This is an optimization exercise on Yosys and OpenROAD, whose aim is small area, a short achievable clock period and few clock cycles per item, not a production implementation. Where RTL was checked, it was by simulation tests only, not by an equivalence proof against the original. Power figures rest on the tool's default switching activity, not on a simulated workload.

// pipelineCpu
module pipelineCpu (
	input  logic           CLK,
	input  logic           RST,
	output cpuPkg::wordT   imemAddr,
	input  cpuPkg::wordT   imemData,
	output cpuPkg::wordT   dmemAddr,
	output cpuPkg::wordT   dmemWData,
	output logic           dmemRead,
	output logic           dmemWrite,
	input  cpuPkg::wordT   dmemRData,
	output logic           wbValid,
	output cpuPkg::regIdxT wbReg,
	output cpuPkg::wordT   wbData
);
==> flow/config.mk <==
export PLATFORM = sky130hd
export DESIGN_NAME = pipelineCpu
export DESIGN_NICKNAME = pipelineCpu
export VERILOG_FILES = /design/flow/design.v
export SDC_FILE = /design/flow/constraint.sdc
export NUM_CORES = 4
export LEC_CHECK = 0
export ABC_CLOCK_PERIOD_IN_PS = 2500
export CAP_MARGIN = 20
export CORE_MARGIN = 2
export CORE_UTILIZATION = 40
export SETUP_SLACK_MARGIN = 2.5
export SLEW_MARGIN = 20
==> flow/constraint.sdc <==
create_clock -name core_clock -period 6.2 [get_ports {CLK}]
set_input_delay 1.2400 -clock core_clock [delete_from_list [all_inputs] [get_ports {CLK}]]
set_output_delay 1.2400 -clock core_clock [all_outputs]
set_load 0.01 [all_outputs]
standard.sh (not shown) runs the stock make flow with config.mk's settings and CLKGATE_MAP_FILE= SYNTH_SCRIPT=/design/flow/synth_recipe.tcl, a recipe that flattens the netlist after the stock synthesis.
==> flow/flow/run.sh <==
#!/bin/bash
# standard layout, with port buffers of a small plain buffer cell
export BUFFER_PORTS_ARGS="-buffer_cell sky130_fd_sc_hd__buf_1"
bash standard.sh > standard.log 2>&1
The first run passed the timing, DRC and antenna checks.
Testbench counts at the start, summed over its fixed seeds: cycles 10,648, instrs 10,210.
Rerun with:
Settings changed: CORE_UTILIZATION 40 to 60, CTS_BUF_LIST set to sky130_fd_sc_hd__clkbuf_8, CTS_CLUSTER_SIZE set to 30, PLACE_DENSITY set to 0.75.
=> Die area goes down by 33%; clock-buffer cell count goes up by 10; sequential cell count is unchanged; via count goes up by 3.2%; non-clock buffer count goes down by 2; final cell count goes down by 6.0%; sequential power is about the same; design area goes down by 2.5%; synthesized cell count is unchanged; total power goes down by 4.4%; utilization goes up by 22 points.
Rerun with:
Settings changed: CORE_UTILIZATION 60 to 40, PLACE_DENSITY 0.75 to unset, SETUP_SLACK_MARGIN 2.5 to 2.0.
The new run finished with timing, DRC and antenna clean.
Worst setup slack degrades by 0.44 ns.
Total power falls slightly.
Die area goes up by well over a third.
Cell area came out lower slightly.
Rerun with:
Settings changed: CTS_BUF_LIST sky130_fd_sc_hd__clkbuf_8 to unset, CTS_CLUSTER_SIZE 30 to unset, SETUP_SLACK_MARGIN 2.0 to 3.0.
After rerunning:
- The changed run produced a clean layout
- setup slack improves by 0.67 ns
- utilization went up by 5.1 points
- critical path depth went up by 7
- first-iteration DRC count went down by about 10%
Rerun with:
--- a/flow/flow/run.sh
+++ b/flow/flow/run.sh
@@ -3,2 +3,3 @@
 export BUFFER_PORTS_ARGS="-buffer_cell sky130_fd_sc_hd__buf_1"
+export CTS_ARGS="-sink_clustering_enable -repair_clock_nets -buf_list sky130_fd_sc_hd__clkbuf_8 -sink_clustering_size 30 -dont_use_dummy_load"
 bash standard.sh > standard.log 2>&1
Settings changed: CTS_BUF_LIST set to sky130_fd_sc_hd__clkbuf_8, CTS_CLUSTER_SIZE set to 30, SETUP_SLACK_MARGIN 3.0 to 2.75.
Effect: The new run finished clean; global-route usage is higher by 0.19 points; sequential share of layout area goes up by 1.8 points; first-iteration DRC count drops by a few percent; fmax decreases by a few percent; via count climbs slightly; worst hold slack is worse by 0.065 ns; non-clock buffer count came out lower by 20; total power drops by roughly a tenth; synthesized area is unchanged; cell area drops by a few percent.

The RTL this note starts from:
==> flow/design.v <==
package cpuPkg;
	localparam int dataWidth = 16;
	localparam int regCount = 8;
	localparam int regIdxWidth = $clog2(regCount);
	typedef logic [dataWidth-1:0] wordT;
	typedef logic [regIdxWidth-1:0] regIdxT;
	localparam logic [4:0] opNop   = 5'd0;
	localparam logic [4:0] opAddu  = 5'd1;
	localparam logic [4:0] opSubu  = 5'd2;
	localparam logic [4:0] opAnd   = 5'd3;
	localparam logic [4:0] opOr    = 5'd4;
	localparam logic [4:0] opSlt   = 5'd5;
	localparam logic [4:0] opAddiu = 5'd6;
	localparam logic [4:0] opLi    = 5'd7;
	localparam logic [4:0] opLw    = 5'd8;
	localparam logic [4:0] opSw    = 5'd9;
	localparam logic [4:0] opBeqz  = 5'd10;
	localparam logic [4:0] opBnez  = 5'd11;
	localparam logic [4:0] opB     = 5'd12;
	localparam logic [4:0] opJr    = 5'd13;
endpackage
package pipePkg;
	typedef enum logic [2:0] {
		aluAdd   = 3'd0,
		aluSub   = 3'd1,
		aluAnd   = 3'd2,
		aluOr    = 3'd3,
		aluSlt   = 3'd4,
		aluPassB = 3'd5
	} aluOpT;
	typedef struct packed {
		aluOpT aluOp;
		logic  srcImm;
		logic  regWrite;
		logic  memRead;
		logic  memWrite;
		logic  branchZero;
		logic  branchNonZero;
		logic  jump;
		logic  jumpReg;
		logic  destIsRz;
		logic  destIsRy;
	} ctrlT;
endpackage
module pipeReg #(
	parameter int width = 1
) (
	input  logic             CLK,
	input  logic             RST,
	input  logic [width-1:0] d,
	output logic [width-1:0] q
);
	always_ff @(posedge CLK or negedge RST)
	begin
		if (!RST)
			q <= '0;
		else
			q <= d;
	end
endmodule
module instrDecoder (
	input  cpuPkg::wordT  instr,
	output pipePkg::ctrlT ctrl,
	output cpuPkg::wordT  imm
);
	logic [4:0] op;
	assign op = instr[15:11];
	always_comb
	begin
		ctrl = '0;
		imm = {{8{instr[7]}}, instr[7:0]};
		case (op)
			cpuPkg::opAddu,
			cpuPkg::opSubu,
			cpuPkg::opAnd,
			cpuPkg::opOr,
			cpuPkg::opSlt:
			begin
				ctrl.regWrite = 1'b1;
				ctrl.destIsRz = 1'b1;
				case (op)
					cpuPkg::opSubu: ctrl.aluOp = pipePkg::aluSub;
					cpuPkg::opAnd:  ctrl.aluOp = pipePkg::aluAnd;
					cpuPkg::opOr:   ctrl.aluOp = pipePkg::aluOr;
					cpuPkg::opSlt:  ctrl.aluOp = pipePkg::aluSlt;
					default:        ctrl.aluOp = pipePkg::aluAdd;
				endcase
			end
			cpuPkg::opAddiu:
			begin
				ctrl.regWrite = 1'b1;
				ctrl.srcImm = 1'b1;
			end
			cpuPkg::opLi:
			begin
				ctrl.aluOp = pipePkg::aluPassB;
				ctrl.regWrite = 1'b1;
				ctrl.srcImm = 1'b1;
				imm = {8'h00, instr[7:0]};
			end
			cpuPkg::opLw:
			begin
				ctrl.regWrite = 1'b1;
				ctrl.memRead = 1'b1;
				ctrl.srcImm = 1'b1;
				ctrl.destIsRy = 1'b1;
				imm = {{11{instr[4]}}, instr[4:0]};
			end
			cpuPkg::opSw:
			begin
				ctrl.memWrite = 1'b1;
				ctrl.srcImm = 1'b1;
				imm = {{11{instr[4]}}, instr[4:0]};
			end
			cpuPkg::opBeqz: ctrl.branchZero = 1'b1;
			cpuPkg::opBnez: ctrl.branchNonZero = 1'b1;
			cpuPkg::opB:
			begin
				ctrl.jump = 1'b1;
				imm = {{5{instr[10]}}, instr[10:0]};
			end
			cpuPkg::opJr: ctrl.jumpReg = 1'b1;
			default: ;
		endcase
	end
endmodule
module regFile (
	input  logic           CLK,
	input  logic           RST,
	input  cpuPkg::regIdxT rdA,
	input  cpuPkg::regIdxT rdB,
	output cpuPkg::wordT   valA,
	output cpuPkg::wordT   valB,
	input  logic           we,
	input  cpuPkg::regIdxT wAddr,
	input  cpuPkg::wordT   wData
);
	cpuPkg::wordT regs [cpuPkg::regCount];
	always_ff @(posedge CLK)
	begin
		for (int i = 0; i < cpuPkg::regCount; i++)
			if (!RST || (we && wAddr == cpuPkg::regIdxT'(i)))
				regs[i] <= RST ? wData : '0;
	end
	always_comb
	begin
		valA = '0;
		valB = '0;
		for (int i = 0; i < cpuPkg::regCount; i++)
		begin
			valA |= regs[i] & {cpuPkg::dataWidth{rdA == cpuPkg::regIdxT'(i)}};
			valB |= regs[i] & {cpuPkg::dataWidth{rdB == cpuPkg::regIdxT'(i)}};
		end
	end
endmodule
module hazardUnit (
	input  cpuPkg::regIdxT rx,
	input  cpuPkg::regIdxT ry,
	input  logic           memWrites,
	input  cpuPkg::regIdxT memDest,
	output logic           fwdA,
	output logic           fwdB
);
	assign fwdA = memWrites && memDest == rx;
	assign fwdB = memWrites && memDest == ry;
endmodule
module executeStage (
	input  pipePkg::ctrlT ctrl,
	input  cpuPkg::wordT  pc,
	input  cpuPkg::wordT  imm,
	input  cpuPkg::wordT  opA,
	input  cpuPkg::wordT  opB,
	output cpuPkg::wordT  aluResult,
	output cpuPkg::wordT  nextPc
);
	cpuPkg::wordT aluB;
	cpuPkg::wordT addB;
	cpuPkg::wordT sum;
	logic         sub;
	logic         less;
	assign aluB = ctrl.srcImm ? imm : opB;
	assign sub = ctrl.aluOp == pipePkg::aluSub || ctrl.aluOp == pipePkg::aluSlt;
	assign addB = aluB ^ {16{sub}};
	logic [15:0] gen [5];
	logic [15:0] prop [5];
	always_comb
	begin
		gen[0] = opA & addB;
		prop[0] = opA ^ addB;
		gen[0][0] = (opA[0] & addB[0]) | (prop[0][0] & sub);
		for (int l = 0; l < 4; l++)
			for (int i = 0; i < 16; i++)
				if (i >= (1 << l))
				begin
					gen[l+1][i] = gen[l][i] | (prop[l][i] & gen[l][i - (1 << l)]);
					prop[l+1][i] = prop[l][i] & prop[l][i - (1 << l)];
				end
				else
				begin
					gen[l+1][i] = gen[l][i];
					prop[l+1][i] = prop[l][i];
				end
		sum = prop[0] ^ {gen[4][14:0], sub};
	end
	assign less = (opA[15] ^ aluB[15]) ? opA[15] : sum[15];
	always_comb
	begin
		case (ctrl.aluOp)
			pipePkg::aluAnd:   aluResult = opA & aluB;
			pipePkg::aluOr:    aluResult = opA | aluB;
			pipePkg::aluSlt:   aluResult = {15'd0, less};
			pipePkg::aluPassB: aluResult = aluB;
			default:           aluResult = sum;
		endcase
	end
	logic taken;
	assign taken = ctrl.jump || (ctrl.branchZero && opA == '0) ||
		(ctrl.branchNonZero && opA != '0);
	assign nextPc = ctrl.jumpReg ? opA : (taken ? pc + 16'd1 + imm : pc + 16'd1);
endmodule
module pipelineCpu (
	input  logic           CLK,
	input  logic           RST,
	output cpuPkg::wordT   imemAddr,
	input  cpuPkg::wordT   imemData,
	output cpuPkg::wordT   dmemAddr,
	output cpuPkg::wordT   dmemWData,
	output logic           dmemRead,
	output logic           dmemWrite,
	input  cpuPkg::wordT   dmemRData,
	output logic           wbValid,
	output cpuPkg::regIdxT wbReg,
	output cpuPkg::wordT   wbData
);
	cpuPkg::wordT   pc;
	cpuPkg::wordT   nextPc;
	pipePkg::ctrlT  ctrl;
	cpuPkg::wordT   imm;
	cpuPkg::regIdxT rx;
	cpuPkg::regIdxT ry;
	cpuPkg::regIdxT dest;
	cpuPkg::wordT   valA;
	cpuPkg::wordT   valB;
	cpuPkg::wordT   opA;
	cpuPkg::wordT   opB;
	logic           fwdA;
	logic           fwdB;
	cpuPkg::wordT   aluResult;
	logic [2:0]     memFlags;
	logic           memRegWrite;
	logic           memRead;
	logic           memWrite;
	cpuPkg::regIdxT memDest;
	cpuPkg::wordT   memAlu;
	cpuPkg::wordT   memStore;
	cpuPkg::wordT   memResult;
	cpuPkg::regIdxT wbDest;
	cpuPkg::wordT   wbResult;
	always_ff @(posedge CLK or negedge RST)
	begin
		if (!RST)
			pc <= '0;
		else
			pc <= nextPc;
	end
	assign imemAddr = pc;
	assign rx = imemData[10:8];
	assign ry = imemData[7:5];
	instrDecoder decoder (.instr(imemData), .ctrl(ctrl), .imm(imm));
	assign dest = ctrl.destIsRz ? imemData[4:2] : (ctrl.destIsRy ? ry : rx);
	regFile regs (.CLK(CLK), .RST(RST), .rdA(rx), .rdB(ry), .valA(valA), .valB(valB),
		.we(memRegWrite), .wAddr(memDest), .wData(memResult));
	hazardUnit hazard (.rx(rx), .ry(ry), .memWrites(memRegWrite), .memDest(memDest),
		.fwdA(fwdA), .fwdB(fwdB));
	assign opA = fwdA ? memResult : valA;
	assign opB = fwdB ? memResult : valB;
	executeStage execute (.ctrl(ctrl), .pc(pc), .imm(imm), .opA(opA), .opB(opB),
		.aluResult(aluResult), .nextPc(nextPc));
	pipeReg #(.width(3)) memFlagReg (.CLK(CLK), .RST(RST),
		.d({ctrl.regWrite, ctrl.memRead, ctrl.memWrite}), .q(memFlags));
	assign {memRegWrite, memRead, memWrite} = memFlags;
	always_ff @(posedge CLK)
	begin
		memDest <= dest;
		memAlu <= aluResult;
		memStore <= opB;
	end
	assign dmemAddr = memAlu;
	assign dmemWData = memStore;
	assign dmemRead = memRead;
	assign dmemWrite = memWrite;
	assign memResult = memRead ? dmemRData : memAlu;
	pipeReg #(.width(1)) wbFlagReg (.CLK(CLK), .RST(RST), .d(memRegWrite), .q(wbValid));
	always_ff @(posedge CLK)
	begin
		wbDest <= memDest;
		wbResult <= memResult;
	end
	assign wbReg = wbDest;
	assign wbData = wbResult;
endmodule
export LEC_CHECK = 0
export ABC_AREA = 1
export CAP_MARGIN = 20
export CORE_MARGIN = 2
export CORE_UTILIZATION = 40
export CTS_BUF_LIST = sky130_fd_sc_hd__clkbuf_8
export CTS_CLUSTER_SIZE = 30
export SETUP_SLACK_MARGIN = 2.5
export SLEW_MARGIN = 20
create_clock -name core_clock -period 6.2 [get_ports {CLK}]
==> flow/flow/run.sh <==
#!/bin/bash
# standard layout, with port buffers of a small plain buffer cell
export BUFFER_PORTS_ARGS="-buffer_cell sky130_fd_sc_hd__buf_1"
bash standard.sh > standard.log 2>&1
The starting point finished clean.
Then changed:
Settings changed: SETUP_SLACK_MARGIN 2.5 to 2.0.
What happened: The new run completed with no timing, DRC or antenna violations. Cell area decreases by 8.0%. Power shrinks by 4.6%. Sequential share of layout area climbs by 3.2 points. First-iteration DRC count shrinks by 13%. Area after synthesis does not change. Global-route usage decreases by 1.9 points. Wire length falls by 7.2%. Setup slack loses 0.039 ns. Core utilization is lower by 4.2 points. Clock-buffer cell count grows by 3.
Function was not checked in any run of this note: the RTL went through the layout flow alone.

==> static timing again, ports no longer ideal <==
Ports are ideal in the flow. The routed layouts listed here were re-timed in OpenROAD.
Step 1, drivers: a clkbuf_16 drives CLK and a buf_2 each remaining input, both assumed.
Step 2 adds t to the input delays and takes it off the output delays; t is the mean of the earliest and latest rising clock arrival at the registers after step 1. Input paths then give back, and output paths get back, about the clock's delay inside the block.
Slacks: ideal / step 1 / step 2; pairs: ideal / step 1.
run | shift t [ns] | setup WS [ns] | clock arrival spread, ns | slew at the worst register clock pin (ns) | worst slew at a driven data input, ns
the first run of note 1 | 0.625 | 2.631 / 2.631 / 2.131 | 0.012 / 0.011 | 0.06 / 0.06 | 0.05
the second run of note 1 | 0.603 | 2.592 / 2.592 / 2.159 | 0.017 / 0.017 | 0.07 / 0.07 | 0.04
the third run of note 1 | 0.603 | 2.150 / 2.150 / 1.858 | 0.049 / 0.048 | 0.06 / 0.06 | 0.04
the fourth run of note 1 | 0.595 | 2.822 / 2.822 / 2.342 | 0.009 / 0.009 | 0.06 / 0.06 | 0.06
the fifth run of note 1 | 0.588 | 2.654 / 2.654 / 2.248 | 0.084 / 0.084 | 0.06 / 0.06 | 0.04
the first run of note 2 | 0.605 | 2.147 / 2.151 / 1.546 | 0.033 / 0.033 | 0.07 / 0.07 | 0.05
the second run of note 2 | 0.597 | 2.108 / 2.123 / 1.526 | 0.028 / 0.028 | 0.07 / 0.07 | 0.05
After both steps setup and hold are still met in every run listed. The setup slack of the first run of note 2, which loses most, moves by +0.004 ns with the drivers and by -0.601 ns with both steps.
